This is an optimization exercise on Yosys and OpenROAD, whose aim is small area and a short achievable clock period, not a production implementation.
In this exercise RTL edits were held to simulation tests only and were not proved equivalent to the original.
Power figures rest on the tool's default switching activity, not on a simulated workload.

$ cat design/flow/flow/run.sh
#!/bin/bash
set -euo pipefail
export BUFFER_PORTS_ARGS="-buffer_cell sky130_fd_sc_hd__buf_2"
export CTS_ARGS="-sink_clustering_enable -repair_clock_nets -dont_use_dummy_load -sink_clustering_size 30 -sink_clustering_max_diameter 80"
bash standard.sh > flow_make.log 2>&1
$ cat design/flow/standard.sh
#!/bin/bash
# synth_recipe.tcl (not shown) runs the flow's synth.tcl, then flattens the netlist and writes it again
# the make line also repeats each setting of config.mk as NAME=value (left out here)
make -C /OpenROAD-flow-scripts/flow DESIGN_CONFIG=/design/flow/config.mk WORK_HOME=/design/flow/orfs CLKGATE_MAP_FILE= SYNTH_SCRIPT=/design/flow/synth_recipe.tcl "${@:-finish}"
$ cat design/flow/config.mk
export PLATFORM = sky130hd
export DESIGN_NAME = if_stage
export DESIGN_NICKNAME = if_stage
export VERILOG_FILES = /design/flow/design.v
export SDC_FILE = /design/flow/constraint.sdc
export NUM_CORES = 4
export LEC_CHECK = 0
export CAP_MARGIN = 20
export CORE_MARGIN = 2
export CORE_UTILIZATION = 55
export SETUP_SLACK_MARGIN = 2.6
export SLEW_MARGIN = 20
$ cat design/flow/constraint.sdc
create_clock -name core_clock -period 6.0 [get_ports {clk}]
set_input_delay 1.2000 -clock core_clock [delete_from_list [all_inputs] [get_ports {clk}]]
set_output_delay 1.2000 -clock core_clock [all_outputs]
set_load 0.01 [all_outputs]
$ cat design/flow/design.v
module if_stage #(
    parameter int unsigned BTB_IDX_BITS = 4,
    parameter logic [31:0] RESET_PC     = 32'h0000_0000,
    parameter logic [31:0] NOP_INST     = 32'h0000_0013
) (
    input  logic        clk,
    input  logic        reset,
    input  logic        stall,
    input  logic        flush,
    input  logic [31:0] redirect_pc,
    input  logic        upd_valid,
    input  logic [31:0] upd_pc,
    input  logic        upd_taken,
    input  logic [31:0] upd_target,
    output logic [31:0] imem_addr,
    input  logic [31:0] imem_inst,
    output logic [31:0] if_id_inst,
    output logic [31:0] if_id_pc,
    output logic        if_id_valid,
    output logic        if_id_pred_taken,
    output logic [31:0] if_id_pred_target
);
    localparam int unsigned ENTRIES = 1 << BTB_IDX_BITS;
    localparam int unsigned TAG_W   = 30 - BTB_IDX_BITS;
    logic [31:0] pc_q;
    logic [31:0] inst_q;
    logic [31:0] id_pc_q;
    logic        valid_q;
    logic        pt_q;
    logic [ENTRIES-1:0]            btb_v_q;
    logic [ENTRIES-1:0][TAG_W-1:0] btb_tag_q;
    logic [ENTRIES-1:0][31:0]      btb_tgt_q;
    logic [ENTRIES-1:0][1:0]       btb_ctr_q;
    logic [BTB_IDX_BITS-1:0] idx, uidx;
    logic [ENTRIES-1:0]      lhit_e, uhit_e, usel;
    logic                    pred_taken;
    logic [31:0]             tgt_rd, pc_inc;
    logic                    unused_upd_lsb;
    assign unused_upd_lsb = ^upd_pc[1:0];
    assign idx  = pc_q[BTB_IDX_BITS+1:2];
    assign uidx = upd_pc[BTB_IDX_BITS+1:2];
    always_comb begin
        for (int e = 0; e < ENTRIES; e++) begin
            lhit_e[e] = btb_v_q[e] && btb_ctr_q[e][1] && (btb_tag_q[e] == pc_q[31:BTB_IDX_BITS+2]);
            uhit_e[e] = btb_v_q[e] && (btb_tag_q[e] == upd_pc[31:BTB_IDX_BITS+2]);
            usel[e]   = upd_valid && (uidx == e[BTB_IDX_BITS-1:0]);
        end
    end
    assign pred_taken = lhit_e[idx];
    assign tgt_rd     = btb_tgt_q[idx];
    assign pc_inc     = pc_q + 32'd4;
    logic        adv, clr;
    logic [31:0] pc_hold;
    logic [31:0] pc_tk, pc_nt;
    assign clr       = reset || flush;
    assign adv       = !clr && !stall;
    assign pc_hold   = reset ? RESET_PC : (flush ? redirect_pc : pc_q);
    assign pc_tk     = adv ? tgt_rd : pc_hold;
    assign pc_nt     = adv ? pc_inc : pc_hold;
    always_ff @(posedge clk) begin
        pc_q    <= pred_taken ? pc_tk : pc_nt;
        pt_q    <= adv ? pred_taken : (!clr && pt_q);
        if (clr) begin
            inst_q  <= NOP_INST;
            id_pc_q <= 32'd0;
            valid_q <= 1'b0;
        end else if (!stall) begin
            inst_q  <= imem_inst;
            id_pc_q <= pc_q;
            valid_q <= 1'b1;
        end
    end
    always_ff @(posedge clk) begin
        for (int e = 0; e < ENTRIES; e++) begin
            if (reset)
                btb_v_q[e] <= 1'b0;
            else if (usel[e] && upd_taken)
                btb_v_q[e] <= 1'b1;
        end
    end
    always_ff @(posedge clk) begin
        for (int e = 0; e < ENTRIES; e++) begin
            if (usel[e] && upd_taken) begin
                btb_tag_q[e] <= upd_pc[31:BTB_IDX_BITS+2];
                btb_tgt_q[e] <= upd_target;
            end
            if (usel[e]) begin
                if (uhit_e[e]) begin
                    if (upd_taken) begin
                        if (btb_ctr_q[e] != 2'd3) btb_ctr_q[e] <= btb_ctr_q[e] + 2'd1;
                    end else begin
                        if (btb_ctr_q[e] != 2'd0) btb_ctr_q[e] <= btb_ctr_q[e] - 2'd1;
                    end
                end else if (upd_taken) begin
                    btb_ctr_q[e] <= 2'b10;
                end
            end
        end
    end
    assign imem_addr         = pc_q;
    assign if_id_inst        = inst_q;
    assign if_id_pc          = id_pc_q;
    assign if_id_valid       = valid_q;
    assign if_id_pred_taken  = pt_q;
    assign if_id_pred_target = valid_q ? pc_q : 32'd0;
endmodule
==> reports/qor.yml, run 1 <==
vdd_drop_max_mv: 0.279
slowest_stage: "or4_1"
synth_top_area_frac: 0.588
drtPass1Iterations: 7
switching_power_mw: 3.73
grt_overflow: 0
fp.dieH_um: 303
fin_ws_ps: 2620
cts_tree: "yes"
io_pins: 264
avgSynthCellArea_um2: 15.3
yosysSeqAreaShare: 0.634
cp_common_cell: "buf_4"
netlist_instances: 3211
finalCritPeriodShare: 0.563
place_congestion: 0.921
swShare: 0.260
seqCellArea_um2: 31200
cpLargestDelayFamily: "simple AND/OR/NAND/NOR gates"
syn_area_um2: 49100
dp.final_hpwl_um: 95600
slew_headroom: 0.273
numCtsBuffers: 50
drive_gt1_frac: 0.221
clock_path_buffers: 3
leakagePower_nw: 17.4
area_growth_pct: 10.8
gr-max-usage-layer: "met2"
clk_pin_slew_ps: 100
grt_pass1_vias: 28600
rows: 109
place_area_um2: 52200
clockPowerShare: 0.261
combPwrFrac: 0.150
finalHoldViolCount: 0
crit_chain: "buf_4 -> buf_4 -> xnor2_1 -> nand4_1 -> or4_1 -> nor4_2 -> o21ai_0 -> a21oi_1"
ys_types: 62
synth_edf_count: 962
vias_per_cell: 6.37
clockRootBuffer: "clkbuf_16"
design_area_um2: 54400
place_ws_ps: 1720
power_frac_seq: 0.590
clk_latency_ps: 670
synthArstFlopShare: 0
via_count: 29800
max-cap-violations: 0
num-fill-cells: 6746
grtUsageMet3: 0.0518
fmax_mhz: 296
crit_fanout: 19
port_buffers: 261
slowest_delay_ps: 560
grt_use_met2: 0.527
skew_ps: 58.5
p_per_area_nw_per_um2: 264
synth-main-ff-cell: "edfxtp_1"
critPathLaunchType: "input port"
drt_first_iter_violations: 3655
track_usage: 0.333
hold_path_class: "reg2reg"
core_area_um2: 88400
final_nets: 3646
status: "finished clean"
arrival_ps: 3710
drc: 0
grt_use_met1: 0.473
synthTopCellsByArea: "edfxtp_1, xnor2_1, mux4_2"
cp-end-kind: "flip-flop"
synth-seq-cells: 1074
p_total_mw: 14.4
antenna_left: 0
ctsHoldBuffers: 0
slew_viol_final: 0
fp.dieArea_um2: 91700
internal_power_mw: 10.6
tightest_slew_ps: 1090
htreeDepth: 2
syn_nets: 3346
multi_input_area_um2: 17200
critPathKind: "in2reg"
tns_ps: 0
synth_top_area_cell: "edfxtp_1"
cp.buffers_inverters: 2
initial_utilization: 0.556
cts.sinks: 1074
whs_ps: 469
yosys_warnings: 1
setup_viol: 0
die_w_um: 303
critPathRequiredTime_ps: 6330
grt_pass1_wl_um: 214000
grt_setup_unrepaired: "false"
antenna_found_initial: 11
grt_max_degree: 66
wl_per_cell_um: 32.8
drt_wl_total_um: 153000
layout_min_cycle_time_ps: 3380
## through the flow
step / std cells / utilization
floorplan: 3211 / -
global placement: 4560 / 0.591
detailed placement: 4560 / 0.591
CTS: 4647 / 0.611
global route: 4674 / 0.616
finish: 4676 / 0.616
## cell families (layout without fill, tap and decap cells)
family          after synthesis  count (layout)  share of synthesized area
buf+inv                     220             518                     0.0226
fa+ha+maj                     1               1                   0.000255
simple gates                652             652                     0.0746
mux                         255             255                     0.0927
xor+xnor                    893             893                      0.159
other cells                   0               2                          0
flops                      1074            1074                      0.634
compound gates              116             116                     0.0167
## path summary, 6_finish.rpt
check	to	start	cells after the start	slack (ps)
setup / recovery	btb_ctr_q[6]$_SDFFCE_PN0P_	upd_pc[26]	8	2620
hold / removal	id_pc_q[8]$_SDFFE_PP0N_	id_pc_q[8]$_SDFFE_PP0N_	2	470
setup reg to reg	pc_q[23]$_DFF_P_	pc_q[21]$_DFF_P_	12	2670
hold reg to reg	id_pc_q[8]$_SDFFE_PP0N_	id_pc_q[8]$_SDFFE_PP0N_	2	470
## cells in the mapped netlist (all sizes together) (13+ instances only)
master / count
nor2b: 21
nand3: 49
dfxtp: 112
nor4: 64
clkbuf: 57
o31ai: 24
nand2: 47
or3: 25
buf: 150
a21oi: 45
xnor2: 730
mux4: 160
o21ai: 23
nand4: 191
nor3: 46
inv: 13
and2: 36
or4: 17
nor2: 128
mux2i: 95
edfxtp: 962
xor2: 163
## placed cells by master (no fill, tap or decap), types with 6 or more instances in the layout
cell       Yosys  routed
a21oi_1       45      45
and2_1        36      35
buf_12         0      25
buf_2        114     249
buf_4         18     158
buf_6          7      15
clkbuf_16      0      50
dfxtp_1      112      83
dfxtp_4        0      29
edfxtp_1     962     962
inv_1         12      12
mux2i_1       95      95
mux4_2       160     160
nand2_1       47      47
nand2b_1       9       9
nand3_1       49      49
nand4_1      189     189
nand4b_1       6       6
nor2_1       126     108
nor2_4         0      17
nor2b_1       21      20
nor3_1        45      45
nor4_1        58      45
nor4_2         5      13
nor4_4         1       6
o21ai_0       16      16
o21ai_1        6       6
o31ai_2       20      20
or3_1         24      24
or4_1         16      16
xnor2_1      730     730
xor2_1       163     163
## metal layers
metal  up-vias  share of wire  routed length (µm)
met4        12          0.041                6230
li1      12500              -                   -
met2      1582           0.47               72700
met3       280          0.090               13900
met1     15400           0.39               60600
met5         -        0.00052                  80
## registers in the layout, indices dropped and copies added, names as in the netlist
| signal | cells |
|---|---|
| valid_q | 1 |
| btb_tgt_q | 512 |
| pt_q | 1 |
| btb_v_q | 16 |
| btb_ctr_q | 32 |
| pc_q | 32 |
| inst_q | 32 |
| btb_tag_q | 416 |
| id_pc_q | 32 |
## final cells by class
type                    count  share of cell area
well taps                1165              0.0268
flip-flops and latches   1074               0.574
clock buffers              50              0.0230
multi-input cells        1917               0.316
inverters                  13            0.000897
repair buffers            455              0.0589
diodes                      2           0.0000920
## worst reg2reg max path, stage by stage, from the launching register on
cell     delay (ps)
dfxtp_4         690
buf_4           360
xnor2_1         150
nand4_1         110
nor4_1          250
a41oi_1         310
a22oi_2         230
buf_4           180
buf_4           120
o21ai_2          40
buf_4           270
a21oi_1         390
o31ai_2         100
## power groups by stage
stage | clock, mW | combinational [mW] | sequential (mW)
2_1_floorplan | 0 | 1.32 | 8.48
3_3_place_gp | 0 | 1.90 | 8.74
3_5_place_dp | 0 | 1.91 | 8.74
4_1_cts | 3.78 | 2.07 | 8.50
5_1_grt | 4.02 | 2.25 | 8.48
6_report | 3.74 | 2.15 | 8.47
## what timing repair did
item,4_1_cts,5_1_grt
pin swaps,4,1
gates resized for setup,56,26
setup buffers,37,27
endpoints found under the setup margin,273,47
hold endpoints to repair,0,0
==> run 2: changes to the inputs <==
--- a/design/flow/config.mk
+++ b/design/flow/config.mk
@@ -10,3 +10,3 @@
 export CORE_UTILIZATION = 55
-export SETUP_SLACK_MARGIN = 2.6
+export SETUP_SLACK_MARGIN = 3.0
 export SLEW_MARGIN = 20
==> run 2 against run 1 <==
  * Still clean on timing, DRC and antenna
  * Core utilization increased by 2.3 points
  * Clock power is 2% higher
  * Worst setup slack gained 320 ps
  * Combinational power rose by 16%
  * Design area up 3.8%
  * Power rose by 2.3%
  * Sequential cell count is the same
  * Register-to-register slack improved by 400 ps
  * Count of clock-buffer cells in the layout grew 2
  * Routed wire length is 6.9% higher
  * Via count grew 3.8%
  * First-iteration DRC count is 1.5% higher
  * Largest cell class unchanged
  * Highest routed layer unchanged
==> reports/qor.yml, run 2 <==
drtPass1Iterations: 5  # -2
slew_headroom: 0.360  # +0.0879
critPathLaunchType: "input port"
swShare: 0.262  # +0.00227
netlist_instances: 3211  # unchanged
final_cell_mix: "edfxtp_1, xnor2_1, buf_2"
initial_utilization: 0.556  # unchanged
syn_area_um2: 49100  # unchanged
cp-end-kind: "flip-flop"
clockRootBuffer: "clkbuf_16"
yosysSeqAreaShare: 0.634  # unchanged
slew_viol_final: 0  # unchanged
crit_chain: "buf_2 -> nor2b_2 -> nand2_2 -> nor2_4 -> buf_12"
grt_pass1_vias: 30300  # +5.8%
synth_top_area_cell: "edfxtp_1"
clk_pin_slew_ps: 90  # about the same
tns_ps: 0  # unchanged
synth_common_cells: "edfxtp_1, xnor2_1, nand4_1"
cts.sinks: 1074  # unchanged
synth_top_area_frac: 0.588  # unchanged
place_congestion: 0.884  # -4.0%
slowest_delay_ps: 600  # +40 ps
clk_latency_ps: 690  # +20 ps
synth_edf_count: 962  # unchanged
port_buffers: 261  # unchanged
yosys_warnings: 1  # unchanged
clock_path_buffers: 3  # unchanged
antenna_left: 0  # unchanged
layout_min_cycle_time_ps: 3060  # -316 ps
fmax_mhz: 327  # +10%
dp.cells: 4570  # +0.22%
ctsHoldBuffers: 0  # unchanged
grt_setup_unrepaired: "true"
core_area_um2: 88400  # unchanged
synth-seq-cells: 1074  # unchanged
critPathKind: "in2reg"
grt_pass1_wl_um: 228000  # +6.4%
numCtsBuffers: 52  # +4.0%
whs_ps: 478  # +8.80 ps
synth-main-ff-cell: "edfxtp_1"
drc: 0  # unchanged
synthTopCellsByArea: "edfxtp_1, xnor2_1, mux4_2"
wl_per_cell_um: 34.3  # +4.5%
tightest_slew_ps: 959  # -131 ps
setup_viol: 0  # unchanged
final_common_cell: "edfxtp_1"
htreeDepth: 2  # unchanged
antenna_found_initial: 8  # -3
hold_path_class: "reg2reg"
max-cap-violations: 0  # unchanged
cp.buffers_inverters: 2  # unchanged
skew_ps: 86.7  # +28.2 ps
yosysMostFrequentCell: "edfxtp_1"
area_growth_pct: 15.0
grt_max_degree: 63  # -4.5%
leakagePower_nw: 18.6  # +6.5%
internal_power_mw: 10.9  # +2.0%
finalCritPeriodShare: 0.510  # -0.0527
via_count: 30900  # +3.8%
rows: 109  # unchanged
arrival_ps: 3350  # -360 ps
fp.dieArea_um2: 91700  # unchanged
switching_power_mw: 3.85  # +3.2%
drt_wl_total_um: 164000  # +6.9%
post-route-util: 0.639  # +0.0233
fp.dieH_um: 303  # unchanged
synthArstFlopShare: 0  # unchanged
final_nets: 3749  # +2.8%
stdcell_count: 4784  # +2.3%
drt_first_iter_violations: 3709  # +1.5%
cts_tree: "yes"
largest_reg_flops: 512  # unchanged
largestRegisters: "btb_tgt_q x512, btb_tag_q x416"
clockPowerShare: 0.260  # about the same
power_frac_seq: 0.570  # -0.020
crit_fanout: 32  # +13
drive_gt1_frac: 0.265  # +0.0435
r2r-start: "pc_q[4]$_DFF_P_"
p_per_area_nw_per_um2: 260  # -1.4%
avgSynthCellArea_um2: 15.3  # unchanged
slowest_stage: "nor2_4"
status: "finished clean"
die_w_um: 303  # unchanged
critPathRequiredTime_ps: 6280  # -50 ps
largest-register: "btb_tgt_q"
cpLargestDelayFamily: "simple AND/OR/NAND/NOR gates"
worstSetupStartpoint: "upd_pc[5]"
min_from: "id_pc_q[8]$_SDFFE_PP0N_"
track_usage: 0.356  # +0.0230
syn_nets: 3346  # unchanged
vdd_drop_max_mv: 0.285  # +2.2%
vias_per_cell: 6.46  # +1.5%
combPwrFrac: 0.170  # +0.020
finalHoldViolCount: 0  # unchanged
ys_types: 62  # unchanged
grt_overflow: 0  # unchanged
dp.final_hpwl_um: 96700  # +1.2%
io_pins: 264  # unchanged
==> run 2: power by group through the flow <==
stage	clock (mW)	sequential [mW]	combinational, mW
floorplan	0	8.49	1.38
detailed placement	0	8.77	1.92
global route	4.08	8.40	2.58
CTS	3.86	8.40	2.38
global placement	0	8.76	1.90
finish	3.82	8.39	2.50
==> run 2: worst min-delay path, stage by stage, from the launching register on <==
cell and delay (ps):
dfxtp_1 320, nand2_1 60, a21oi_1 60
==> run 2: layer usage <==
metal  share of wire  track usage  vias to the layer above
met4           0.047        0.143                        4
li1                -            -                    12800
met1            0.39        0.493                    16100
met2            0.48        0.571                     1721
met3           0.090       0.0541                      339
met5         0.00015            0                        -
==> run 2: worst paths after layout <==
path | cells past startpoint | slack (ps) | end
setup / recovery | 5 | 2940 | btb_tgt_q[375]$_DFFE_PP_
hold / removal | 2 | 480 | id_pc_q[8]$_SDFFE_PP0N_
setup reg to reg | 11 | 3070 | pc_q[22]$_DFF_P_
hold reg to reg | 2 | 480 | id_pc_q[8]$_SDFFE_PP0N_
==> run 2: repair_timing <==
action                     CTS  global route
cloned                      12             2
setup endpoints to repair  743           118
gates resized for setup    134            54
pin swaps                   15             9
setup buffers              115            26
==> run 2: stage by stage <==
stage	instance area, µm²	worst slack [ps]	power (mW)
floorplan	50200	2380	9.86
global placement	52700	1830	10.7
detailed placement	52700	1730	10.7
CTS	55900	2890	14.6
global route	56500	2940	15.1
finish	56500	2940	14.7
==> run 2: kinds of logic after synthesis <==
family / share of synthesized area
buf+inv: 0.0226
simple gates: 0.0746
flops: 0.634
compound gates: 0.0167
mux: 0.0927
fa+ha+maj: 0.000255
xor+xnor: 0.159
==> run 2: layout make-up <==
cell class / instances / area, µm²
fillers: 6517 / 31900
flip-flops and latches: 1074 / 31200
multi-input cells: 1927 / 17900
repair buffers: 546 / 4530
well taps: 1165 / 1460
clock buffers: 52 / 1300
inverters: 13 / 48.8
diodes: 7 / 17.5
==> run 3: changes to the inputs <==
--- a/design/flow/config.mk
+++ b/design/flow/config.mk
@@ -10,3 +10,3 @@
 export CORE_UTILIZATION = 55
-export SETUP_SLACK_MARGIN = 3.0
+export SETUP_SLACK_MARGIN = 3.2
 export SLEW_MARGIN = 20
==> run 3 against run 2 <==
  * Power grew 1.3%
  * Combinational power grew 11%
  * Largest power group unchanged
  * Global-route usage grew 0.53 points
  * Worst setup slack gained 150 ps
  * Core utilization grew 3.0 points
  * Final cell count grew 2.2%
  * Design area grew 4.7%
==> reports/qor.yml, run 3 <==
p_per_area_nw_per_um2: 252  # -3.2%
initial_utilization: 0.556  # unchanged
r2r_end: "pc_q[10]$_DFF_P_"
slew_headroom: 0.102  # -0.258
yosysSeqAreaShare: 0.634  # unchanged
dp.final_hpwl_um: 96600  # -0.17%
crit_chain: "buf_12 -> buf_12 -> and2_4 -> buf_6"
io_pins: 264  # unchanged
reg2reg_depth: 11  # unchanged
port_buffers: 261  # unchanged
synthArstFlopShare: 0  # unchanged
via_count: 31700  # +2.4%
slowest_stage: "dfxtp_4"
place_congestion: 0.934  # +5.7%
clockRootBuffer: "clkbuf_16"
slew_viol_final: 0  # unchanged
min_from: "id_pc_q[8]$_SDFFE_PP0N_"
layout_min_cycle_time_ps: 2920  # -145 ps
syn_nets: 3346  # unchanged
syn_area_um2: 49100  # unchanged
slowest_delay_ps: 490  # -110 ps
area_growth_pct: 20.4
drc: 0  # unchanged
grt_pass1_wl_um: 230000  # +1.2%
holdPathStages: 2  # unchanged
gr-max-usage-layer: "met2"
cp_common_cell: "buf_12"
max-cap-violations: 0  # unchanged
drt_first_iter_violations: 4086  # +10%
critPathLaunchType: "flip-flop"
rows: 109  # unchanged
die_w_um: 303  # unchanged
grt_max_degree: 63  # unchanged
cts_tree: "yes"
skew_ps: 57.3  # -29.4 ps
crit_fanout: 6  # -81%
finalHoldViolCount: 0  # unchanged
netlist_instances: 3211  # unchanged
synth_top_area_frac: 0.588  # unchanged
wl_per_cell_um: 35.0  # +2.1%
cp-end-kind: "output pin"
largestRegisters: "btb_tgt_q x512, btb_tag_q x416"
clk_pin_slew_ps: 110  # +20 ps
dp.cells: 4563  # -0.15%
synthTopCellsByArea: "edfxtp_1, xnor2_1, mux4_2"
hold_path_end: "id_pc_q[8]$_SDFFE_PP0N_"
clock_path_buffers: 3  # unchanged
synth-main-ff-cell: "edfxtp_1"
cts.sinks: 1074  # unchanged
synth_common_cells: "edfxtp_1, xnor2_1, nand4_1"
r2r-start: "pc_q[15]$_DFF_P_"
grt_setup_unrepaired: "true"
grt_use_met2: 0.585  # +0.0142
setup_viol: 0  # unchanged
ctsHoldBuffers: 0  # unchanged
tns_ps: 0  # unchanged
drtPass1Iterations: 5  # unchanged
synth_top_area_cell: "edfxtp_1"
synth_edf_count: 962  # unchanged
status: "finished clean"
grt_use_met1: 0.493  # about the same
clk_latency_ps: 670  # -20 ps
track_usage: 0.361  # +0.00532
final_cell_mix: "edfxtp_1, xnor2_1, buf_4"
final_nets: 3860  # +3.0%
core_area_um2: 88400  # unchanged
htreeDepth: 2  # unchanged
worst-r2r-setup-slack_ps: 3190  # +120 ps
fmax_mhz: 343  # +5.0%
vias_per_cell: 6.47  # +0.19%
arrival_ps: 1720  # -1630 ps
finalCritPeriodShare: 0.486  # -0.0242
avgSynthCellArea_um2: 15.3  # unchanged
tightest_slew_ps: 1350  # +386 ps
drive_gt1_frac: 0.309  # +0.0437
drt_wl_total_um: 171000  # +4.3%
numCtsBuffers: 50  # -3.8%
fp.dieH_um: 303  # unchanged
critPathRequiredTime_ps: 4800  # -1480 ps
fp.dieArea_um2: 91700  # unchanged
vdd_drop_max_mv: 0.263  # -7.7%
antenna_found_initial: 9  # +1
leakagePower_nw: 19.8  # +6.8%
hold_path_class: "reg2reg"
grt_pass1_vias: 30300  # +0.069%
stdcell_count: 4889  # +2.2%
final_common_cell: "edfxtp_1"
largest-register: "btb_tgt_q"
yosysMostFrequentCell: "edfxtp_1"
largest_reg_flops: 512  # unchanged
ys_types: 62  # unchanged
antenna_left: 0  # unchanged
synth-seq-cells: 1074  # unchanged
critPathKind: "reg2out"
yosys_warnings: 1  # unchanged
grt_overflow: 0  # unchanged
grtUsageMet3: 0.0507  # -0.00337
==> run 3: cell counts after synthesis <==
Identical to the previous run, type by type.
==> run 3: what timing repair did <==
item | CTS | global route
resized for setup | 226 | 181
endpoints found under the setup margin | 323 | 133
gates cloned | 12 | 10
pin swaps | 19 | 61
setup buffers | 167 | 86
==> run 3: how the worst max path moves through the flow <==
| stage | from | to | slack, ps | cells after the start |
|---|---|---|---|---|
| global placement | upd_pc[19] | btb_ctr_q[2]$_SDFFCE_PN0P_ | 1870 | 8 |
| detailed placement | upd_pc[19] | btb_ctr_q[2]$_SDFFCE_PN0P_ | 1810 | 8 |
| finish | pc_q[16]$_DFF_P_ | if_id_pred_target[16] | 3080 | 4 |
| floorplan | upd_pc[13] | btb_ctr_q[26]$_SDFFCE_PN0P_ | 2890 | 7 |
| CTS | pc_q[16]$_DFF_P_ | if_id_pred_target[16] | 3050 | 4 |
| global route | pc_q[16]$_DFF_P_ | if_id_pred_target[16] | 3060 | 4 |
==> run 3: final cells by class <==
cell class / instances / area, µm²
Clock buffer: 50 / 1250
Multi-Input combinational cell: 1920 / 18400
Sequential cell: 1074 / 31200
Antenna cell: 1 / 2.50
Fill cell: 6165 / 29200
Inverter: 13 / 55.1
Timing Repair Buffer: 666 / 6700
Tap cell: 1165 / 1460
==> run 3: metal layers <==
metal  part of all wire  wire (µm)
met1               0.37      63400
met2               0.47      80600
met3              0.098      16800
met4              0.060      10300
met5            0.00038         65
==> run 3: kinds of logic (layout without fill, tap and decap cells) <==
kind of cell    after synthesis  after routing  synth area share
buf+inv                     220            729            0.0226
other cells                   0              1                 0
fa+ha+maj                     1              1          0.000255
flops                      1074           1074             0.634
compound gates              116            116            0.0167
mux                         255            255            0.0927
xor+xnor                    893            893             0.159
simple gates                652            655            0.0746
==> run 3: stage by stage <==
stage / hold slack [ps] / power [mW] / instance area, µm² / setup WS (ps) / util
after floorplan: 454 / 9.86 / 50200 / 2890 / -
after global placement: 455 / 10.6 / 52700 / 1870 / 0.596
after detailed placement: 462 / 10.7 / 52700 / 1810 / 0.596
after CTS: 486 / 14.7 / 57100 / 3050 / 0.646
after global routing: 503 / 15.2 / 59100 / 3060 / 0.669
final: 475 / 14.9 / 59100 / 3080 / 0.669
==> run 3: worst max-delay path: cells and delay by family (launching register included) <==
kind | cells | cell delay [ps]
AND/OR/NAND/NOR | 1 | 140
flip-flops | 1 | 490
buffers and inverters | 3 | 420
==> run 3: report_power, final <==
group | switching, mW | internal (mW)
registers | 0.120 | 8.24
clock network | 2.27 | 1.49
logic | 1.53 | 1.25
total | 3.91 | 11.0
==> run 4: changes to the inputs <==
--- a/design/flow/config.mk
+++ b/design/flow/config.mk
@@ -12 +12,2 @@
 export SLEW_MARGIN = 20
+export TNS_END_PERCENT = 50
==> run 4 against run 3 <==
  * Still clean on timing, DRC and antenna
  * Clock skew is 6.5 ps higher
  * Largest cell class unchanged
  * Clock power is 1% higher
  * Final cell count is 0.74% lower
  * First-iteration DRC count is 4.2% higher
  * Largest power group unchanged
  * Die area stayed put
  * Hold slack worse by 2.8 ps
==> reports/qor.yml, run 4 <==
core_area_um2: 88400  # unchanged
max-cap-violations: 0  # unchanged
yosysSeqAreaShare: 0.634  # unchanged
synth_common_cells: "edfxtp_1, xnor2_1, nand4_1"
port_buffers: 261  # unchanged
synth_top_area_cell: "edfxtp_1"
clockRootBuffer: "clkbuf_16"
htreeDepth: 2  # unchanged
clk_latency_ps: 670  # about the same
synthTopCellsByArea: "edfxtp_1, xnor2_1, mux4_2"
whs_ps: 473  # -2.84 ps
tightest_slew_ps: 1440  # +90.3 ps
dp.cells: 4564  # +0.022%
finalHoldViolCount: 0  # unchanged
synthArstFlopShare: 0  # unchanged
fp.dieArea_um2: 91700  # unchanged
syn_area_um2: 49100  # unchanged
final_nets: 3822  # -0.98%
largest-register: "btb_tgt_q"
slew_headroom: 0.0416  # -0.0603
antenna_left: 0  # unchanged
p_per_area_nw_per_um2: 255  # +1.3%
setup_viol: 0  # unchanged
cts.sinks: 1074  # unchanged
p_total_mw: 14.9  # -0.27%
drive_gt1_frac: 0.289  # -0.0193
fp.dieH_um: 303  # unchanged
place_ws_ps: 1820  # +6.53 ps
rows: 109  # unchanged
crit_fanout: 8  # +2
yosys_warnings: 1  # unchanged
critPathRequiredTime_ps: 6500  # +1700 ps
design_area_um2: 58200  # -1.5%
skew_ps: 63.8  # +6.47 ps
track_usage: 0.357  # -0.00420
cp-end-kind: "flip-flop"
ctsHoldBuffers: 0  # unchanged
numCtsBuffers: 51  # +2.0%
leakagePower_nw: 19.4  # -2.2%
synth_top_area_frac: 0.588  # unchanged
antenna_found_initial: 12  # +3
critPathLaunchType: "flip-flop"
wl_per_cell_um: 34.3  # -2.1%
fmax_mhz: 340  # -0.72%
synth-seq-cells: 1074  # unchanged
final_cell_mix: "edfxtp_1, xnor2_1, buf_2"
place_congestion: 0.897  # -4.0%
yosysMostFrequentCell: "edfxtp_1"
vias_per_cell: 6.48  # about the same
cts_tree: "yes"
largestRegisters: "btb_tgt_q x512, btb_tag_q x416"
dp.final_hpwl_um: 94800  # -1.8%
syn_nets: 3346  # unchanged
grt_setup_unrepaired: "true"
area_growth_pct: 18.6
critPathKind: "reg2reg"
grt_pass1_wl_um: 228000  # -1.1%
final_common_cell: "edfxtp_1"
fin_ws_ps: 3060  # -21.2 ps
netlist_instances: 3211  # unchanged
drc: 0  # unchanged
stdcell_count: 4853  # -0.74%
initial_utilization: 0.556  # unchanged
ys_types: 62  # unchanged
grt_overflow: 0  # unchanged
grt_pass1_vias: 30400  # +0.21%
grt_max_degree: 69  # +9.5%
slew_viol_final: 0  # unchanged
drt_first_iter_violations: 4259  # +4.2%
via_count: 31400  # -0.71%
die_w_um: 303  # unchanged
synth_edf_count: 962  # unchanged
synth-main-ff-cell: "edfxtp_1"
drt_wl_total_um: 166000  # -2.8%
clk_pin_slew_ps: 110  # about the same
layout_min_cycle_time_ps: 2940  # +21.2 ps
drtPass1Iterations: 6  # +1
largest_reg_flops: 512  # unchanged
finalCritPeriodShare: 0.490  # +0.00354
vdd_drop_max_mv: 0.243  # -7.7%
arrival_ps: 3430  # +1710 ps
avgSynthCellArea_um2: 15.3  # unchanged
tns_ps: 0  # unchanged
clock_path_buffers: 3  # unchanged
status: "finished clean"
post-route-util: 0.659  # -0.0102
place_area_um2: 52400  # -0.54%
hold_path_class: "reg2reg"
io_pins: 264  # unchanged
## run 4: cell counts after synthesis
No cell type changed its count.
## run 4: layer usage
layer,vias to the layer above,part of all wire,GRT usage
li1,12900,-,-
met1,16200,0.38,0.494
met2,1928,0.47,0.569
met3,408,0.10,0.0600
met4,16,0.047,0.144
met5,-,0.00065,0
## run 4: path summary, 6_finish.rpt
| kind | slack [ps] | depth (start not counted) | endpoint | from |
|---|---|---|---|---|
| max reg2reg | 3060 | 12 | pc_q[8]$_DFF_P_ | pc_q[15]$_DFF_P_ |
| min | 470 | 2 | id_pc_q[8]$_SDFFE_PP0N_ | id_pc_q[8]$_SDFFE_PP0N_ |
| max | 3060 | 12 | pc_q[8]$_DFF_P_ | pc_q[15]$_DFF_P_ |
| min reg2reg | 470 | 2 | id_pc_q[8]$_SDFFE_PP0N_ | id_pc_q[8]$_SDFFE_PP0N_ |
## run 4: where the power goes
group          internal, mW  total, mW  switching [mW]
Sequential             8.25       8.37           0.125
Combinational          1.20       2.70            1.49
Clock                  1.52       3.80            2.28
## run 4: cell type report
cell class / count / area (µm²)
antenna: 3 / 7.51
clock buffer: 51 / 1280
fill: 6223 / 30100
inverter: 13 / 55.1
multi-input combinational: 1919 / 18100
sequential: 1074 / 31200
tap: 1165 / 1460
timing repair buffer: 628 / 6080
## run 4: cell families after synthesis
family,Yosys count,synth area share
compound gates,116,0.0167
xor+xnor,893,0.159
fa+ha+maj,1,0.000255
buf+inv,220,0.0226
flops,1074,0.634
mux,255,0.0927
simple gates,652,0.0746
## run 4: what timing repair did
item / in CTS / in global routing
setup buffers: 170 / 48
pin swaps: 30 / 51
endpoints found under the setup margin: 665 / 254
gates cloned: 12 / 5
resized for setup: 276 / 133
## run 4: worst max-delay path, cell delays in order, from the launching register on
cell and delay, ps:
dfxtp_4 480, buf_12 150, buf_4 250, xor2_1 200, nor4_1 90, a41oi_2 390
a22oi_2 100, buf_6 160, o21a_4 260, buf_8 150, buf_4 120, nor3_1 300
o31ai_1 100
==> run 5: changes to the inputs <==
--- a/design/flow/config.mk
+++ b/design/flow/config.mk
@@ -9,5 +9,4 @@
 export CORE_MARGIN = 2
-export CORE_UTILIZATION = 55
+export CORE_UTILIZATION = 50
 export SETUP_SLACK_MARGIN = 3.2
 export SLEW_MARGIN = 20
-export TNS_END_PERCENT = 50
==> run 5 against run 4 <==
  * Still clean on timing, DRC and antenna
  * Register-to-register slack gained 50 ps
  * Final cell count grew 3.5%
  * Power grew 1.4%
  * Fmax grew 1.6%
  * Global-route usage shrank 3.1 points
  * Routed wire length grew 2.9%
  * Worst setup slack gained 47 ps
  * Core utilization shrank 4.3 points
  * Clock power grew 1%
  * Critical path depth shrank 8
  * Area after synthesis is the same
  * Hold slack gained 3.9 ps
==> reports/qor.yml, run 5 <==
crit_fanout: 3  # -5
yosysSeqAreaShare: 0.634  # unchanged
grt_pass1_vias: 30900  # +1.8%
vias_per_cell: 6.30  # -2.7%
grt_pass1_wl_um: 233000  # +2.3%
skew_ps: 101  # +37.4 ps
vdd_drop_max_mv: 0.224  # -7.9%
clockRootBuffer: "clkbuf_16"
leakagePower_nw: 20.0  # +3.0%
dp.final_hpwl_um: 98600  # +4.0%
synth-seq-cells: 1074  # unchanged
cts.sinks: 1074  # unchanged
port_buffers: 261  # unchanged
synth_fa_ha_area_frac: 0.000255  # unchanged
yosys_warnings: 1  # unchanged
combPwrFrac: 0.191  # +0.010
status: "finished clean"
post-route-util: 0.616  # -0.0429
track_usage: 0.326  # -0.0312
clock_path_buffers: 3  # unchanged
numCtsBuffers: 51  # unchanged
worstSetupStartpoint: "pc_q[10]$_DFF_P_"
synth_top_family_by_area: "XOR/XNOR gates"
drt_first_iter_violations: 3941  # -7.5%
whs_ps: 477  # +3.92 ps
cts_tree: "yes"
slew_headroom: 0.229  # +0.187
htreeDepth: 2  # unchanged
die_w_um: 317  # +4.8%
yosysMostFrequentCell: "edfxtp_1"
core_area_um2: 97000  # +9.8%
critPathLaunchType: "flip-flop"
finalHoldViolCount: 0  # unchanged
synthTopCellsByArea: "edfxtp_1, xnor2_1, mux4_2"
ys_types: 62  # unchanged
drc: 0  # unchanged
critPathKind: "reg2out"
rows: 114  # +4.6%
internal_power_mw: 11.1  # +1.0%
synthArstFlopShare: 0  # unchanged
via_count: 31700  # +0.77%
holdPathStages: 2  # unchanged
reg2reg_depth: 13  # +1
place_congestion: 0.925  # +3.1%
max-cap-violations: 0  # unchanged
netlist_instances: 3211  # unchanged
grt_overflow: 0  # unchanged
p_total_mw: 15.1  # +1.4%
final_nets: 3882  # +1.6%
tightest_slew_ps: 1160  # -279 ps
num-fill-cells: 7264  # +17%
area_growth_pct: 21.7
synthMuxAreaShare: 0.0927  # unchanged
clockPowerShare: 0.255  # about the same
swShare: 0.265  # +0.00321
synth_top_area_frac: 0.588  # unchanged
critPathRequiredTime_ps: 4800  # -1700 ps
wl_per_cell_um: 34.1  # -0.63%
slew_viol_final: 0  # unchanged
finalCritPeriodShare: 0.482  # -0.00776
synthSimpleGateAreaFrac: 0.0746  # unchanged
synth_top_area_cell: "edfxtp_1"
fin_ws_ps: 3110  # +46.6 ps
layout_min_cycle_time_ps: 2890  # -46.6 ps
synth_compound_area_frac: 0.0167  # unchanged
clk_pin_slew_ps: 120  # about the same
tns_ps: 0  # unchanged
hold_path_class: "reg2reg"
grt_setup_unrepaired: "true"
fp.dieArea_um2: 101000  # +9.9%
p_per_area_nw_per_um2: 252  # -1.1%
switching_power_mw: 4.00  # +2.7%
synth-main-ff-cell: "edfxtp_1"
worst-r2r-setup-slack_ps: 3110  # +50 ps
seqCellArea_um2: 31200  # about the same
synth-xor-area-share: 0.159  # unchanged
ctsHoldBuffers: 0  # unchanged
fmax_mhz: 346  # +1.6%
setup_viol: 0  # unchanged
avgSynthCellArea_um2: 15.3  # unchanged
io_pins: 264  # unchanged
final_common_cell: "edfxtp_1"
drt_wl_total_um: 171000  # +2.9%
initial_utilization: 0.506  # -0.0494
synth_common_cells: "edfxtp_1, xnor2_1, nand4_1"
final_cell_mix: "edfxtp_1, xnor2_1, buf_4"
fp.dieH_um: 317  # +4.8%
antenna_left: 0  # unchanged
antenna_found_initial: 9  # -3
syn_nets: 3346  # unchanged
syn_area_um2: 49100  # unchanged
arrival_ps: 1690  # -1740 ps
place_ws_ps: 1810  # -11.5 ps
largest-register: "btb_tgt_q"
cp-end-kind: "output pin"
multi_input_area_um2: 18600  # +2.5%
r2r-start: "pc_q[20]$_DFF_P_"
r2r_end: "pc_q[16]$_DFF_P_"
endpoint: "if_id_pred_target[10]"
power_frac_seq: 0.554  # -0.009
drive_gt1_frac: 0.317  # +0.0282
largestRegisters: "btb_tgt_q x512, btb_tag_q x416"
grt_max_degree: 63  # -8.7%
synth_edf_count: 962  # unchanged
clk_latency_ps: 720  # +50 ps
largest_reg_flops: 512  # unchanged
drtPass1Iterations: 6  # unchanged
[run 5: final cells by class]
type | count | share of cell area
Antenna cell | 3 | 0.000126
Clock buffer | 51 | 0.0214
Inverter | 13 | 0.000942
Multi-Input combinational cell | 1922 | 0.311
Sequential cell | 1074 | 0.523
Tap cell | 1276 | 0.0267
Timing Repair Buffer | 685 | 0.117
[run 5: logic make-up (layout without fill, tap and decap cells)]
logic type                 count (synthesis)  after routing
AOI/OAI and AO/OA                        116            116
xor gates and xnor gates                 893            893
adders and majority gates                  1              1
buffers and inverters                    220            749
DFF                                     1074           1074
muxes                                    255            255
other                                      0              3
and+or+nand+nor                          652            657
[run 5: power by group through the flow]
stage | logic (mW) | clock network [mW] | registers (mW)
after floorplan | 1.38 | 0 | 8.48
after global placement | 1.95 | 0 | 8.71
after detailed placement | 1.96 | 0 | 8.71
after CTS | 2.64 | 3.88 | 8.35
after global routing | 2.96 | 4.10 | 8.37
final | 2.87 | 3.85 | 8.36
[run 5: layer usage]
metal / GRT usage / wire (µm) / up-vias
li1: - / - / 13000
met5: 0 / 81 / -
met2: 0.536 / 81400 / 1750
met3: 0.0517 / 15400 / 361
met4: 0.116 / 7770 / 12
met1: 0.442 / 66400 / 16500
[run 5: worst min path at each step]
stage,slack [ps],endpoint,from
CTS,480,id_pc_q[8]$_SDFFE_PP0N_,id_pc_q[8]$_SDFFE_PP0N_
floorplan,450,btb_v_q[2]$_SDFFE_PP0P_,btb_v_q[2]$_SDFFE_PP0P_
finish,480,id_pc_q[8]$_SDFFE_PP0N_,id_pc_q[8]$_SDFFE_PP0N_
global placement,460,inst_q[1]$_SDFFE_PP1N_,inst_q[1]$_SDFFE_PP1N_
global route,510,id_pc_q[8]$_SDFFE_PP0N_,id_pc_q[8]$_SDFFE_PP0N_
detailed placement,470,id_pc_q[8]$_SDFFE_PP0N_,id_pc_q[8]$_SDFFE_PP0N_
[run 5: timing repair]
action | in CTS | in global routing
resized for setup | 286 | 243
endpoints found under the hold margin | 0 | 0
buffers inserted | 184 | 77
endpoints found under the setup margin | 868 | 174
pin swaps | 27 | 78
cloned | 8 | 16
[run 5: worst max-delay path: stages (launching register included)]
cell and delay [ps]:
dfxtp_4 410, buf_12 160, buf_12 130, and2_4 150, buf_6 110
[run 5: stage by stage]
| stage | area, µm² | instances |
|---|---|---|
| finish | 59700 | 5024 |
| global route | 59700 | 5021 |
| CTS | 57400 | 4928 |
| detailed placement | 52900 | 4685 |
| global placement | 52900 | 4685 |
| floorplan | 50200 | 3211 |
==> run 6: changes to the inputs <==
--- a/design/flow/config.mk
+++ b/design/flow/config.mk
@@ -9,4 +9,4 @@
 export CORE_MARGIN = 2
-export CORE_UTILIZATION = 50
-export SETUP_SLACK_MARGIN = 3.2
+export CORE_UTILIZATION = 55
+export SETUP_SLACK_MARGIN = 3.3
 export SLEW_MARGIN = 20
==> run 6 against run 5 <==
  * Clock skew fell by 24 ps
  * Non-clock buffer count rose by 64
  * Still clean on timing, DRC and antenna
  * Critical path type is now reg2reg
  * Global-route usage rose by 4.8 points
  * Area after synthesis did not move
  * Largest cell class unchanged
  * First-iteration DRC count rose by 18%
  * Via count rose by 1.9%
  * Register-to-register slack got worse by 110 ps
==> reports/qor.yml, run 6 <==
status: "finished clean"
antenna_found_initial: 12  # +3
tns_ps: 0  # unchanged
yosysSeqAreaShare: 0.634  # unchanged
synth-main-ff-cell: "edfxtp_1"
synth_common_cells: "edfxtp_1, xnor2_1, nand4_1"
largest-register: "btb_tgt_q"
synth-xor-area-share: 0.159  # unchanged
area_growth_pct: 24.2
leakagePower_nw: 20.7  # +3.6%
drt_first_iter_violations: 4639  # +18%
synth_fa_ha_area_frac: 0.000255  # unchanged
vias_per_cell: 6.48  # +2.7%
place_congestion: 0.916  # -0.98%
drive_gt1_frac: 0.336  # +0.0181
antenna_left: 0  # unchanged
yosysMostFrequentCell: "edfxtp_1"
slew_headroom: 0.233  # +0.00463
synthMuxAreaShare: 0.0927  # unchanged
clock_path_buffers: 3  # unchanged
clk_pin_slew_ps: 110  # about the same
internal_power_mw: 11.2  # +1.3%
final_common_cell: "edfxtp_1"
yosys_warnings: 1  # unchanged
initial_utilization: 0.556  # +0.0494
via_count: 32300  # +1.9%
fp.dieH_um: 303  # -4.6%
arrival_ps: 3580  # +1890 ps
finalCritPeriodShare: 0.500  # +0.0178
largestRegisters: "btb_tgt_q x512, btb_tag_q x416"
critPathRequiredTime_ps: 6580  # +1780 ps
grt_max_degree: 63  # unchanged
clockPowerShare: 0.249  # -0.006
p_per_area_nw_per_um2: 251  # -0.75%
slew_viol_final: 0  # unchanged
clockRootBuffer: "clkbuf_16"
grt_overflow: 0  # unchanged
swShare: 0.266  # +0.000389
dp.final_hpwl_um: 94300  # -4.4%
synthTopCellsByArea: "edfxtp_1, xnor2_1, mux4_2"
core_area_um2: 88400  # -8.9%
critPathLaunchType: "flip-flop"
grt_pass1_vias: 30900  # -0.084%
avgSynthCellArea_um2: 15.3  # unchanged
whs_ps: 481  # +4.87 ps
max-cap-violations: 0  # unchanged
synth_edf_count: 962  # unchanged
port_buffers: 261  # unchanged
netlist_instances: 3211  # unchanged
synth_top_family_by_area: "XOR/XNOR gates"
synth-seq-cells: 1074  # unchanged
cts_tree: "yes"
track_usage: 0.374  # +0.0484
largest_reg_flops: 512  # unchanged
ys_types: 62  # unchanged
skew_ps: 76.8  # -24.5 ps
grt_pass1_wl_um: 236000  # +1.5%
combPwrFrac: 0.203  # +0.012
ctsHoldBuffers: 0  # unchanged
synthSimpleGateAreaFrac: 0.0746  # unchanged
fp.dieArea_um2: 91700  # -9.0%
rows: 109  # -4.4%
hold_path_class: "reg2reg"
tightest_slew_ps: 1150  # -6.94 ps
drtPass1Iterations: 6  # unchanged
synth_top_area_cell: "edfxtp_1"
power_frac_seq: 0.549  # -0.005
switching_power_mw: 4.06  # +1.5%
holdPathStages: 2  # unchanged
numCtsBuffers: 51  # unchanged
die_w_um: 303  # -4.6%
grt_setup_unrepaired: "true"
final_cell_mix: "edfxtp_1, xnor2_1, buf_4"
synthArstFlopShare: 0  # unchanged
clk_latency_ps: 700  # -20 ps
cts.sinks: 1074  # unchanged
synth_top_area_frac: 0.588  # unchanged
drt_wl_total_um: 176000  # +2.7%
crit_fanout: 7  # +4
io_pins: 264  # unchanged
syn_nets: 3346  # unchanged
critPathKind: "reg2reg"
finalHoldViolCount: 0  # unchanged
htreeDepth: 2  # unchanged
reg2reg_depth: 12  # -1
layout_min_cycle_time_ps: 3000  # +107 ps
drc: 0  # unchanged
syn_area_um2: 49100  # unchanged
wl_per_cell_um: 35.3  # +3.6%
final_nets: 3945  # +1.6%
vdd_drop_max_mv: 0.236  # +5.4%
fmax_mhz: 334  # -3.6%
synth_compound_area_frac: 0.0167  # unchanged
cp-end-kind: "flip-flop"
setup_viol: 0  # unchanged
==> run 6: cell types whose count changed in the layout (fill, tap and decap cells not counted), sizes merged <==
cell / delta
clkbuf: -2
buf: +55
diode: +5
bufbuf: +11
nor2: -1
==> run 6: critical path: stages, from the launching register on <==
cell,delay (ps)
dfxtp_4,420
buf_4,160
xor2_1,150
or4_4,520
nor4_4,240
a21oi_2,170
a22oi_2,350
buf_4,180
o21a_4,210
buf_4,150
buf_6,110
nor3_1,60
o31ai_2,180
==> run 6: worst paths after layout <==
check                                              from                 endpoint  slack (ps)
worst max-delay path                   pc_q[13]$_DFF_P_         pc_q[28]$_DFF_P_        3000
worst max register to register         pc_q[13]$_DFF_P_         pc_q[28]$_DFF_P_        3000
worst min-delay path            id_pc_q[8]$_SDFFE_PP0N_  id_pc_q[8]$_SDFFE_PP0N_         480
worst min register to register  id_pc_q[8]$_SDFFE_PP0N_  id_pc_q[8]$_SDFFE_PP0N_         480
==> run 6: final cells by class <==
class	instances	area, µm²
diodes	8	20.0
clock buffers	51	1280
fillers	5898	27400
inverters	13	58.8
multi-input cells	1921	18800
flip-flops and latches	1074	31200
well taps	1165	1460
repair buffers	749	8160
==> run 6: per-stage QoR <==
step | cells | setup slack, ps | instance area [µm²] | total power, mW | utilization
2_1_floorplan | 3211 | 2890 | 50300 | 9.87 | -
3_3_place_gp | 4552 | 1890 | 52600 | 10.6 | 0.596
3_5_place_dp | 4552 | 1790 | 52600 | 10.7 | 0.596
4_1_cts | 4874 | 3030 | 59200 | 15.1 | 0.670
5_1_grt | 4974 | 2990 | 61000 | 15.6 | 0.690
6_report | 4981 | 3000 | 61000 | 15.3 | 0.690
==> run 6: per-layer routing <==
metal  GRT usage  vias to the layer above  wire length, µm
met1       0.499                    16500            65000
met5           0                        -               97
met4       0.193                       14            11300
met3      0.0758                      494            18300
met2       0.588                     2072            81100
li1            -                    13200                -
==> run 6: what timing repair did <==
action	in CTS	in global routing
gates cloned	29	7
buffers inserted	242	92
resized for setup	443	176
setup endpoints to repair	721	189
pin swaps	58	58
==> run 6: kinds of logic after synthesis <==
family	count (synthesis)
DFF	1074
xor gates and xnor gates	893
and+or+nand+nor	652
muxes	255
buffers and inverters	220
AOI/OAI and AO/OA	116
adders and majority gates	1
==> run 6: power by group through the flow <==
stage          registers [mW]  clock network, mW  logic (mW)
2_1_floorplan            8.48                  0        1.38
3_3_place_gp             8.72                  0        1.93
3_5_place_dp             8.72                  0        1.95
4_1_cts                  8.38               3.84        2.89
5_1_grt                  8.39               4.07        3.17
6_report                 8.38               3.81        3.10
==> run 7: changes to the inputs <==
--- a/design/flow/config.mk
+++ b/design/flow/config.mk
@@ -10,3 +10,3 @@
 export CORE_UTILIZATION = 55
-export SETUP_SLACK_MARGIN = 3.3
+export SETUP_SLACK_MARGIN = 3.15
 export SLEW_MARGIN = 20
==> run 7 against run 6 <==
  * Final cell count is 3.3% lower
  * Global-route usage fell by 2.7 points
  * Count of clock-buffer cells in the layout shrank 1
  * Worst setup slack better by 110 ps
  * Sequential power about the same
  * Via count down 3.1%
  * Synthesized cell count unchanged
  * Still clean on timing, DRC and antenna
  * Critical path depth fell by 7
  * Fmax rose by 3.6%
==> reports/qor.yml, run 7 <==
status: "finished clean"
largestRegisters: "btb_tgt_q x512, btb_tag_q x416"
leakagePower_nw: 19.2  # -7.0%
synth-main-ff-cell: "edfxtp_1"
wl_per_cell_um: 34.2  # -3.0%
setup_viol: 0  # unchanged
yosysSeqAreaShare: 0.634  # unchanged
max-cap-violations: 0  # unchanged
clock_path_buffers: 3  # unchanged
syn_nets: 3346  # unchanged
grt_overflow: 0  # unchanged
synth_edf_count: 962  # unchanged
die_w_um: 303  # unchanged
area_growth_pct: 17.9
switching_power_mw: 3.90  # -3.9%
grt_max_degree: 62  # -1.6%
slew_headroom: 0.240  # +0.00684
synthTopCellsByArea: "edfxtp_1, xnor2_1, mux4_2"
slowest_delay_ps: 510  # about the same
num-fill-cells: 6358  # +7.8%
drt_wl_total_um: 165000  # -6.2%
initial_utilization: 0.556  # unchanged
antenna_left: 0  # unchanged
hold_path_class: "reg2reg"
swShare: 0.264  # -0.00211
tns_ps: 0  # unchanged
final_nets: 3786  # -4.0%
critPathLaunchType: "input port"
via_count: 31300  # -3.1%
synth_top_family_by_area: "XOR/XNOR gates"
synthSimpleGateAreaFrac: 0.0746  # unchanged
crit_chain: "buf_2 -> nor2b_4 -> nand2_4 -> nor2_4 -> buf_4"
synth_top_area_cell: "edfxtp_1"
finalCritPeriodShare: 0.482  # -0.0175
crit_fanout: 34  # +27
antenna_found_initial: 7  # -5
wirelength_met1_um: 63400  # -2.4%
drtPass1Iterations: 8  # +2
grt_pass1_wl_um: 223000  # -5.7%
grt_setup_unrepaired: "true"
clockRootBuffer: "clkbuf_16"
final_common_cell: "edfxtp_1"
ctsHoldBuffers: 0  # unchanged
worstSetupStartpoint: "upd_pc[4]"
synth_common_cells: "edfxtp_1, xnor2_1, nand4_1"
min_from: "id_pc_q[8]$_SDFFE_PP0N_"
slowest_stage: "buf_4"
synth_fa_ha_area_frac: 0.000255  # unchanged
whs_ps: 477  # -3.92 ps
htreeDepth: 2  # unchanged
synthArstFlopShare: 0  # unchanged
skew_ps: 90.5  # +13.7 ps
largest_reg_flops: 512  # unchanged
place_congestion: 0.904  # -1.3%
fmax_mhz: 346  # +3.6%
synth_top_area_frac: 0.588  # unchanged
vdd_drop_max_mv: 0.290  # +23%
slew_viol_final: 0  # unchanged
clockPowerShare: 0.255  # +0.006
cts_tree: "yes"
critPathKind: "in2reg"
route.met3.wl_um: 15900  # -13%
synth-seq-cells: 1074  # unchanged
dp.final_hpwl_um: 94900  # +0.72%
drt_first_iter_violations: 3892  # -16%
port_buffers: 261  # unchanged
combPwrFrac: 0.180  # -0.023
netlist_instances: 3211  # unchanged
synthMuxAreaShare: 0.0927  # unchanged
clk_pin_slew_ps: 100  # about the same
power_frac_seq: 0.564  # +0.015
grt_pass1_vias: 29800  # -3.4%
final_cell_mix: "edfxtp_1, xnor2_1, buf_2"
rows: 109  # unchanged
dp.cells: 4557  # +0.11%
cts.sinks: 1074  # unchanged
avgSynthCellArea_um2: 15.3  # unchanged
p_per_area_nw_per_um2: 256  # +2.1%
cp-end-kind: "flip-flop"
finalHoldViolCount: 0  # unchanged
drc: 0  # unchanged
yosys_warnings: 1  # unchanged
synth-xor-area-share: 0.159  # unchanged
vias_per_cell: 6.49  # +0.23%
layout_min_cycle_time_ps: 2890  # -105 ps
syn_area_um2: 49100  # unchanged
fp.dieH_um: 303  # unchanged
fp.dieArea_um2: 91700  # unchanged
synth_compound_area_frac: 0.0167  # unchanged
track_usage: 0.348  # -0.0266
tightest_slew_ps: 1140  # -10.3 ps
r2r-start: "pc_q[4]$_DFF_P_"
critPathRequiredTime_ps: 6300  # -280 ps
p_total_mw: 14.8  # -3.1%
stdcell_count: 4816  # -3.3%
ys_types: 62  # unchanged
arrival_ps: 3190  # -390 ps
largest-register: "btb_tgt_q"
wl_met2_um: 77400  # -4.5%
fin_ws_ps: 3110  # +105 ps
core_area_um2: 88400  # unchanged
internal_power_mw: 10.9  # -2.8%
yosysMostFrequentCell: "edfxtp_1"
place_ws_ps: 1800  # +13.2 ps
top_layer: "met5"
io_pins: 264  # unchanged
drive_gt1_frac: 0.289  # -0.0468
clk_latency_ps: 690  # about the same
numCtsBuffers: 50  # -2.0%
## run 7: cell families after synthesis
| logic type | after synthesis |
|---|---|
| AOI/OAI and AO/OA | 116 |
| adders and majority gates | 1 |
| buffers and inverters | 220 |
| and+or+nand+nor | 652 |
| xor gates and xnor gates | 893 |
| muxes | 255 |
| DFF | 1074 |
## run 7: what timing repair did
item,4_1_cts,5_1_grt
endpoints found under the setup margin,284,227
hold endpoints to repair,0,0
pin swaps,10,42
buffers inserted,115,73
gates resized for setup,181,181
gates cloned,6,13
## run 7: per-layer routing
layer	track usage	vias up
met3	0.0533	384
li1	-	12800
met5	0	-
met4	0.129	10
met2	0.559	1813
met1	0.484	16300
## run 7: final cells by class
| type | count | area (µm²) | share of cell area |
|---|---|---|---|
| diodes | 2 | 5.00 | 0.0000864 |
| well taps | 1165 | 1460 | 0.0252 |
| flip-flops and latches | 1074 | 31200 | 0.540 |
| repair buffers | 593 | 5640 | 0.0973 |
| clock buffers | 50 | 1250 | 0.0216 |
| multi-input cells | 1919 | 18300 | 0.315 |
| inverters | 13 | 52.6 | 0.000907 |
## run 7: final timing paths
path | to | slack [ps] | cells past startpoint
hold reg to reg | id_pc_q[8]$_SDFFE_PP0N_ | 480 | 2
hold / removal | id_pc_q[8]$_SDFFE_PP0N_ | 480 | 2
setup reg to reg | pc_q[19]$_DFF_P_ | 3190 | 11
setup / recovery | btb_tag_q[106]$_DFFE_PP_ | 3110 | 5
## run 7: critical path: cells and delay by family
kind	cells	cell delay [ps]
buffers and inverters	2	700
AND/OR/NAND/NOR	3	1230
## run 7: through the flow
stage               instance area, µm²   util
global placement                 52600  0.596
detailed placement               52700  0.596
global route                     57900  0.655
CTS                              56000  0.633
floorplan                        50200      -
finish                           57900  0.655
## run 7: power by group through the flow
| stage | Clock (mW) | Combinational (mW) | Sequential, mW |
|---|---|---|---|
| floorplan | 0 | 1.38 | 8.48 |
| global placement | 0 | 1.89 | 8.75 |
| detailed placement | 0 | 1.90 | 8.76 |
| CTS | 3.82 | 2.46 | 8.35 |
| global route | 4.03 | 2.76 | 8.37 |
| finish | 3.78 | 2.67 | 8.36 |
==> run 8: changes to the inputs <==
--- a/design/flow/design.v
+++ b/design/flow/design.v
@@ -29,2 +29,3 @@
     logic        pt_q;
+    logic [31:0] ptgt_q;
     logic [ENTRIES-1:0]            btb_v_q;
@@ -52,4 +53,4 @@
     logic        adv, clr;
-    logic [31:0] pc_hold;
-    logic [31:0] pc_tk, pc_nt;
+    logic [31:0] pc_hold, ptgt_hold;
+    logic [31:0] pc_tk, pc_nt, ptgt_tk, ptgt_nt;
     assign clr       = reset || flush;
@@ -57,6 +58,10 @@
     assign pc_hold   = reset ? RESET_PC : (flush ? redirect_pc : pc_q);
+    assign ptgt_hold = clr ? 32'd0 : ptgt_q;
     assign pc_tk     = adv ? tgt_rd : pc_hold;
     assign pc_nt     = adv ? pc_inc : pc_hold;
+    assign ptgt_tk   = adv ? tgt_rd : ptgt_hold;
+    assign ptgt_nt   = adv ? pc_inc : ptgt_hold;
     always_ff @(posedge clk) begin
         pc_q    <= pred_taken ? pc_tk : pc_nt;
+        ptgt_q  <= pred_taken ? ptgt_tk : ptgt_nt;
         pt_q    <= adv ? pred_taken : (!clr && pt_q);
@@ -104,3 +109,3 @@
     assign if_id_pred_taken  = pt_q;
-    assign if_id_pred_target = valid_q ? pc_q : 32'd0;
+    assign if_id_pred_target = ptgt_q;
 endmodule
--- a/design/flow/config.mk
+++ b/design/flow/config.mk
@@ -10,3 +10,3 @@
 export CORE_UTILIZATION = 55
-export SETUP_SLACK_MARGIN = 3.15
+export SETUP_SLACK_MARGIN = 3.5
 export SLEW_MARGIN = 20
==> run 8 against run 7 <==
  * Clock power increased by 2%
  * Highest routed layer unchanged
  * Final cell count up 1.5%
  * Routed wire length is 7.5% higher
  * Core utilization grew 1.8 points
  * Worst setup slack worse by 92 ps
  * Combinational power fell by 6%
  * Largest cell class unchanged
  * Register-to-register slack worse by 170 ps
  * Count of clock-buffer cells in the layout stayed put
  * First-iteration DRC count grew 13%
  * Critical path type is now reg2reg
==> reports/qor.yml, run 8 <==
synthArstFlopShare: 0  # unchanged
clock_path_buffers: 3  # unchanged
cts.sinks: 1106  # +3.0%
finalHoldViolCount: 0  # unchanged
synth_top_area_frac: 0.587  # -0.00102
vdd_drop_max_mv: 0.302  # +4.2%
track_usage: 0.379  # +0.0315
fin_ws_ps: 3020  # -92.5 ps
grt_use_met1: 0.511  # +0.0265
area_growth_pct: 21.1
slowest_delay_ps: 380  # -130 ps
synth_common_cells: "edfxtp_1, xnor2_1, xor2_1"
io_pins: 264  # unchanged
via_count: 32300  # +3.4%
hold_path_class: "reg2reg"
wl_per_cell_um: 36.2  # +5.9%
antenna_left: 0  # unchanged
core_area_um2: 88500  # +0.15%
largest-register: "btb_tgt_q"
numCtsBuffers: 50  # unchanged
slew_headroom: 0.364  # +0.124
yosysMostFrequentCell: "edfxtp_1"
gr-max-usage-layer: "met2"
avgSynthCellArea_um2: 15.5  # +1.4%
layout_min_cycle_time_ps: 2980  # +92.5 ps
num-fill-cells: 6219  # -2.2%
final_cell_mix: "edfxtp_1, xnor2_1, xor2_1"
htreeDepth: 2  # unchanged
grtUsageMet3: 0.0692  # +0.0158
cpLargestDelayFamily: "simple AND/OR/NAND/NOR gates"
critPathLaunchType: "flip-flop"
synth_edf_count: 962  # unchanged
fp.dieH_um: 303  # about the same
largestRegisters: "btb_tgt_q x512, btb_tag_q x416"
slowest_stage: "dfxtp_4"
grt_setup_unrepaired: "true"
drt_first_iter_violations: 4406  # +13%
fp.dieArea_um2: 91900  # +0.17%
grt_overflow: 0  # unchanged
final_nets: 3853  # +1.8%
grt_pass1_wl_um: 241000  # +7.9%
yosysSeqAreaShare: 0.646  # +0.0119
tns_ps: 0  # unchanged
die_w_um: 303  # about the same
antenna_found_initial: 12  # +5
setup_viol: 0  # unchanged
leakagePower_nw: 20.2  # +4.7%
arrival_ps: 3590  # +400 ps
place_congestion: 0.923  # +2.2%
yosys_warnings: 1  # unchanged
slew_viol_final: 0  # unchanged
synth_top_area_cell: "edfxtp_1"
finalCritPeriodShare: 0.497  # +0.0154
netlist_instances: 3172  # -1.2%
skew_ps: 70.5  # -20.0 ps
drive_gt1_frac: 0.310  # +0.0209
clk_latency_ps: 680  # about the same
fmax_mhz: 335  # -3.1%
cp-end-kind: "flip-flop"
drc: 0  # unchanged
syn_nets: 3307  # -1.2%
max-cap-violations: 0  # unchanged
synth-seq-cells: 1106  # +3.0%
cp.buffers_inverters: 5  # +3
grt_use_met2: 0.596  # +0.0366
dp.final_hpwl_um: 97200  # +2.4%
initial_utilization: 0.556  # about the same
clockRootBuffer: "clkbuf_16"
synthTopCellsByArea: "edfxtp_1, xnor2_1, mux4_2"
drtPass1Iterations: 5  # -3
p_per_area_nw_per_um2: 251  # -1.9%
clk_pin_slew_ps: 110  # about the same
final_common_cell: "edfxtp_1"
place_ws_ps: 1620  # -177 ps
crit_fanout: 8  # -76%
syn_area_um2: 49200  # +0.17%
drt_wl_total_um: 177000  # +7.5%
grt_max_degree: 60  # -3.2%
critPathRequiredTime_ps: 6600  # +300 ps
ys_types: 49  # -21%
largest_reg_flops: 512  # unchanged
synth-main-ff-cell: "edfxtp_1"
grt_pass1_vias: 31200  # +4.7%
vias_per_cell: 6.61  # +1.8%
tightest_slew_ps: 954  # -185 ps
cts_tree: "yes"
crit_chain: "buf_4 -> buf_4 -> xor2_1 -> nor4_1 -> nand4_1 -> nor3_4 -> o22ai_4 -> a211oi_4 -> buf_6 -> buf_12 -> buf_16 -> o21ai_1 -> o211ai_1"
critPathKind: "reg2reg"
status: "finished clean"
rows: 109  # unchanged
port_buffers: 261  # unchanged
cp_common_cell: "buf_4"
[run 8: cell types whose count changed in the layout (fill, tap and decap cells not counted), sizes merged, moves of 29 or more]
cell / before / now
and2: 36 / 7
a22o: 0 / 55
xnor2: 730 / 606
a21oi: 45 / 16
nor2: 130 / 67
dfxtp: 112 / 144
xor2: 163 / 286
o21ai: 23 / 60
nand2: 47 / 114
buf: 578 / 656
o211ai: 0 / 62
mux2i: 95 / 2
[run 8: tightest hold or removal path: stages, from the launching register on]
cell	delay [ps]
dfxtp_1	340
nand2_1	50
nand2_1	40
[run 8: cell families (layout without fill, tap and decap cells)]
kind of cell,Yosys count,count (layout),share of synthesized area
other,0,8,0
DFF,1106,1106,0.646
AOI/OAI and AO/OA,212,214,0.0304
muxes,188,188,0.0796
adders and majority gates,1,1,0.000254
xor gates and xnor gates,892,892,0.159
buffers and inverters,205,734,0.0228
and+or+nand+nor,568,581,0.0624
[run 8: final cells by class]
type | instances | area [µm²] | share of cell area
antenna | 8 | 20.0 | 0.000336
timing repair buffer | 675 | 7110 | 0.119
sequential | 1106 | 31900 | 0.535
multi-input combinational | 1876 | 17800 | 0.299
tap | 1165 | 1460 | 0.0245
clock buffer | 50 | 1250 | 0.0210
inverter | 9 | 37.5 | 0.000630
[run 8: power breakdown]
| part | leakage [nW] | internal (mW) | switching [mW] | total [mW] |
|---|---|---|---|---|
| Combinational | 9.62 | 1.13 | 1.38 | 2.51 |
| Sequential | 9.92 | 8.46 | 0.137 | 8.60 |
| Clock | 0.616 | 1.49 | 2.35 | 3.84 |
[run 8: final timing paths]
path / from / to / slack (ps) / depth (start not counted)
max: pc_q[21]$_DFF_P_ / ptgt_q[24]$_DFF_P_ / 3020 / 13
min: pt_q$_DFF_P_ / pt_q$_DFF_P_ / 470 / 2
min reg2reg: pt_q$_DFF_P_ / pt_q$_DFF_P_ / 470 / 2
max reg2reg: pc_q[21]$_DFF_P_ / ptgt_q[24]$_DFF_P_ / 3020 / 13
[run 8: through the flow]
stage                     cell area, µm²   util  total power [mW]  hold slack, ps  instances
after floorplan                    49500      -              9.85             454       3172
after global placement             52400  0.592              10.6             439       4533
after detailed placement           52400  0.592              10.6             452       4533
after CTS                          58700  0.663              14.8             467       4839
after global routing               59600  0.673              15.3             483       4884
final                              59600  0.673              14.9             466       4889
[run 8: per-layer routing]
| metal | wire length, µm | up-vias |
|---|---|---|
| met5 | 54 | - |
| met1 | 65900 | 16600 |
| li1 | - | 13000 |
| met2 | 82700 | 2170 |
| met4 | 11100 | 8 |
| met3 | 17500 | 531 |
[run 8: what timing repair did]
item,4_1_cts,5_1_grt
buffers inserted,224,34
hold buffers,0,0
resized for setup,546,88
setup endpoints to repair,1030,381
pin swaps,80,19
cloned,32,8

## static timing again, ports no longer ideal
No port has a modelled driver above. Below, the same layouts with a new extraction and two added sets of constraints.
Step 1 sets driving cells, clkbuf_16 on the clock port and buf_2 on the other inputs (assumed; they add their load-dependent delay and slew).
Step 2 adds t to the input delays and takes it off the output delays; t is the mean of the earliest and latest rising clock arrival at the registers after step 1. Input paths then give back, and output paths get back, about the clock's delay inside the block.
a / b / c = ideal / step 1 / step 2; a / b = the first two.
run | t, ns | setup WS [ns] | worst hold slack (ns)
run 1 | 0.705 | 2.622 / 2.601 / 1.957 | 0.469 / 0.469 / 0.469
run 2 | 0.719 | 2.938 / 2.924 / 2.265 | 0.478 / 0.478 / 0.478
run 3 | 0.711 | 3.084 / 3.010 / 2.337 | 0.475 / 0.475 / 0.475
run 4 | 0.712 | 3.063 / 2.965 / 2.254 | 0.473 / 0.473 / 0.473
run 5 | 0.748 | 3.109 / 2.990 / 2.242 | 0.477 / 0.477 / 0.477
run 6 | 0.736 | 3.002 / 2.976 / 2.397 | 0.481 / 0.481 / 0.481
run 7 | 0.722 | 3.108 / 3.027 / 2.305 | 0.477 / 0.477 / 0.477
run 8 | 0.718 | 3.015 / 3.015 / 2.547 | 0.466 / 0.466 / 0.466
After both steps setup and hold are still met in every run listed. For run 5, which loses most, drivers alone change the setup slack by -0.119 ns; drivers and shift together by -0.867 ns.
